Background: an optimization exercise with open tools, aiming at small area. Do not read the settings as production practice.
Function was checked by simulation only, so behaviour that the tests miss may differ from the original.
Power and IR drop assume default switching activity.

Setup of run 1:
// ecc_input_loader
module ecc_input_loader #(
   parameter  int DATA_W  = 64,
   localparam int N_WORDS = 768 / DATA_W
) (
   input  logic              i_clk,
   input  logic              i_rst_n,
   input  logic              i_in_valid,
   output logic              o_in_ready,
   input  logic [DATA_W-1:0] i_in_data,
   output logic              o_start,
   input  logic              i_core_ack,
   input  logic              i_core_done,
   output logic [255:0]      o_scalar,
   output logic [255:0]      o_px,
   output logic [255:0]      o_py
   ,
   output logic              o_range_err
);
Size in the first run: ~770 flip-flops.
Settings: LEC_CHECK=0, CAP_MARGIN=20, CORE_MARGIN=2, CORE_UTILIZATION=70, CTS_BUF_LIST=sky130_fd_sc_hd__clkbuf_8, CTS_CLUSTER_DIAMETER=100, CTS_CLUSTER_SIZE=19, SLEW_MARGIN=20; clock period 5.0 ns.
standard.sh (not shown) runs the stock make flow with config.mk's settings and CLKGATE_MAP_FILE= SYNTH_SCRIPT=/design/flow/synth_recipe.tcl, a recipe that flattens the netlist after the stock synthesis.
==> flow/flow/run.sh <==
#!/bin/bash
# Standard ORFS layout, with the port buffers made from the smallest buffer
# (buf_1), pins allowed on every routing track of the die edge, and clock tree
# synthesis without dummy loads.
set -euo pipefail
export BUFFER_PORTS_ARGS="-buffer_cell sky130_fd_sc_hd__buf_1"
export PLACE_PINS_ARGS="-min_distance 1 -min_distance_in_tracks"
export CTS_ARGS="-sink_clustering_enable -repair_clock_nets -dont_use_dummy_load -sink_clustering_size 20 -sink_clustering_max_diameter 80 -buf_list sky130_fd_sc_hd__clkbuf_8"
bash standard.sh finish > run_standard.log 2>&1
Run 1: PASS, flow complete, no timing, DRC or antenna violations
What run 2 does differently from run 1 at the input level:
-- flow/flow/run.sh --
<<< run 1, line 8
export CTS_ARGS="-sink_clustering_enable -repair_clock_nets -dont_use_dummy_load -sink_clustering_size 20 -sink_clustering_max_diameter 80 -buf_list sky130_fd_sc_hd__clkbuf_8"
>>> run 2, line 8
export CTS_ARGS="-sink_clustering_enable -repair_clock_nets -dont_use_dummy_load -sink_clustering_size 22 -sink_clustering_max_diameter 50 -buf_list sky130_fd_sc_hd__clkbuf_8"
## What came out
For wire length, run 1 and run 2 come out practically identical.
Run 1 -> run 2: area growth from synthesis to layout flat
As far as average wire per standard cell is concerned, run 2 and run 1 perform about the same.
Going from run 1 to run 2, post-layout worst setup margin shrinks by 0.035 ns.
Input-level comparison between run 3 and run 2:
-- flow/flow/run.sh --
<<< run 2, line 8
export CTS_ARGS="-sink_clustering_enable -repair_clock_nets -dont_use_dummy_load -sink_clustering_size 22 -sink_clustering_max_diameter 50 -buf_list sky130_fd_sc_hd__clkbuf_8"
>>> run 3, line 8
export CTS_ARGS="-sink_clustering_enable -repair_clock_nets -dont_use_dummy_load -sink_clustering_size 21 -sink_clustering_max_diameter 60 -buf_list sky130_fd_sc_hd__clkbuf_8"
--- outcome ---
- Run 3 ran to completion and came out clean on the timing, DRC and antenna checks.
- The higher power came out of run 2.
- Run 3 against run 2: setup slack went up 0.074 ns, final area closely matched the old numbers, register-to-register slack has increased.
- Taking run 2 as the reference, in run 3 number of well taps shows no meaningful change; share of the core filled with cells has remained practically unchanged.
Modified inputs, run 4 compared to run 3
==> flow/flow/run.sh <==
#!/bin/bash
# Standard ORFS layout, with the port buffers made from the smallest buffer
# (buf_1), pins allowed on every routing track of the die edge, clock tree
# synthesis without dummy loads, and (after the unchanged standard synthesis)
# the largest buffers and inverters kept out of the resizer's buffer trees.
set -euo pipefail
bash standard.sh synth > run_synth.log 2>&1
export BUFFER_PORTS_ARGS="-buffer_cell sky130_fd_sc_hd__buf_1"
export PLACE_PINS_ARGS="-min_distance 1 -min_distance_in_tracks"
export CTS_ARGS="-sink_clustering_enable -repair_clock_nets -dont_use_dummy_load -sink_clustering_size 20 -sink_clustering_max_diameter 80 -buf_list sky130_fd_sc_hd__clkbuf_8"
export DONT_USE_CELLS="sky130_fd_sc_hd__buf_8 sky130_fd_sc_hd__buf_12 sky130_fd_sc_hd__buf_16 sky130_fd_sc_hd__bufbuf_8 sky130_fd_sc_hd__bufbuf_16 sky130_fd_sc_hd__bufinv_8 sky130_fd_sc_hd__bufinv_16 sky130_fd_sc_hd__inv_8 sky130_fd_sc_hd__inv_12 sky130_fd_sc_hd__inv_16 sky130_fd_sc_hd__clkinv_8 sky130_fd_sc_hd__clkinv_16 sky130_fd_sc_hd__clkbuf_16"
bash standard.sh finish > run_standard.log 2>&1
Results
- Re maximum root-to-sink buffer count: no difference whatsoever between run 4 and run 3.
- [run 4] ratio of final minimum period to clock period rose 0.78 points relative to run 3
- On number of non-filler instances in the completed layout, run 4 and run 3 are neck and neck.
- Share of power burned in the clock network across run 4 and run 3: no real change.
- Reported for run 4 and run 3, area taken by multi-input logic gates turned out identical to the last digit.
- Layout-stage area growth over the synthesis result across run 4 and run 3: no real change.
- The run with more setup slack is run 3; run 4 has less.

ecc_input_loader, a different RTL version from the one above (not shown whole).
For scale: roughly 780 flip-flops, about 840 I/O pins, roughly 24000 sq um of cells after synthesis.
==> flow/config.mk <==
export PLATFORM = sky130hd
export DESIGN_NAME = ecc_input_loader
export DESIGN_NICKNAME = ecc_input_loader
export VERILOG_FILES = /design/flow/design.v
export SDC_FILE = /design/flow/constraint.sdc
export NUM_CORES = 4
export LEC_CHECK = 0
export CAP_MARGIN = 20
export CORE_MARGIN = 2
export CORE_UTILIZATION = 70
export CTS_BUF_LIST = sky130_fd_sc_hd__clkbuf_8
export CTS_CLUSTER_DIAMETER = 45
export CTS_CLUSTER_SIZE = 20
export SLEW_MARGIN = 20
==> flow/constraint.sdc <==
create_clock -name core_clock -period 5.0 [get_ports {i_clk}]
set_input_delay 1.0000 -clock core_clock [delete_from_list [all_inputs] [get_ports {i_clk}]]
set_output_delay 1.0000 -clock core_clock [all_outputs]
set_load 0.01 [all_outputs]
==> flow/flow/run.sh <==
#!/bin/bash
# Standard ORFS layout, with the port buffers made from the smallest buffer
# (buf_1) and pins allowed on every routing track of the die edge.
set -euo pipefail
export BUFFER_PORTS_ARGS="-buffer_cell sky130_fd_sc_hd__buf_1"
export PLACE_PINS_ARGS="-min_distance 1 -min_distance_in_tracks"
bash standard.sh finish > run_standard.log 2>&1
==> next run, changes <==
Settings changed: CORE_UTILIZATION 70 to 78, CTS_CLUSTER_DIAMETER 45 to 100, CTS_CLUSTER_SIZE 20 to 19.
Result:
- The new run never finished: it broke off in detailed placement (3_5_place_dp) (DPL-0033)
- synthesized cell count is unchanged
- area after synthesis does not change
==> next run, changes <==
Settings changed: CORE_UTILIZATION 78 to 70, CTS_CLUSTER_DIAMETER 100 to 60, CTS_CLUSTER_SIZE 19 to 16.
After rerunning:
- Now the flow completed with no timing, DRC or antenna violations
- area after synthesis does not change
- synthesized cell count stays the same
==> next run, changes <==
Settings changed: ABC_AREA set to 1, CAP_MARGIN 20 to 0, CORE_UTILIZATION 70 to 50, CTS_BUF_LIST sky130_fd_sc_hd__clkbuf_8 to sky130_fd_sc_hd__clkbuf_16, CTS_CLUSTER_SIZE 16 to 40, SLEW_MARGIN 20 to 0.
Effect: The new run passed the timing, DRC and antenna checks. Design area is higher by 2.9%. Power shrinks by 1.0%. Routed wire length rises by 1.1%. Non-clock buffer count falls by 8.

[re-timing with driven ports]
In the flow no input, the clock included, has a driving cell. The finished layouts below were timed again as built, in two steps.
Step 1: set_driving_cell puts a clkbuf_16 on i_clk and a buf_2 on each other input, an assumption about the parent block.
Step 2, shift: input delay + t, output delay - t, t = (earliest + latest rising clock arrival at the registers) / 2. This alone moves slack from input paths to output paths.
a / b / c = ideal / step 1 / step 2; a / b = the first two.
run	t (ns)	slack for setup (ns)	worst hold slack (ns)
run 1	0.633	2.125 / 2.078 / 1.896	0.432 / 0.432 / 0.432
run 2	0.656	2.090 / 2.042 / 1.904	0.423 / 0.423 / 0.423
run 3	0.625	2.164 / 2.114 / 1.932	0.446 / 0.446 / 0.446
run 4	0.633	2.125 / 2.078 / 1.896	0.432 / 0.432 / 0.432
the first run of note 2	0.666	2.465 / 2.414 / 1.824	0.152 / 0.204 / 0.436
the third run of note 2	0.678	2.467 / 2.418 / 1.834	0.147 / 0.191 / 0.445
the fourth run of note 2	0.635	2.357 / 2.373 / 1.748	0.192 / 0.164 / 0.432
After both steps setup and hold are still met in every run listed. The setup slack of the first run of note 2, which loses most, moves by -0.051 ns with the drivers and by -0.641 ns with both steps.
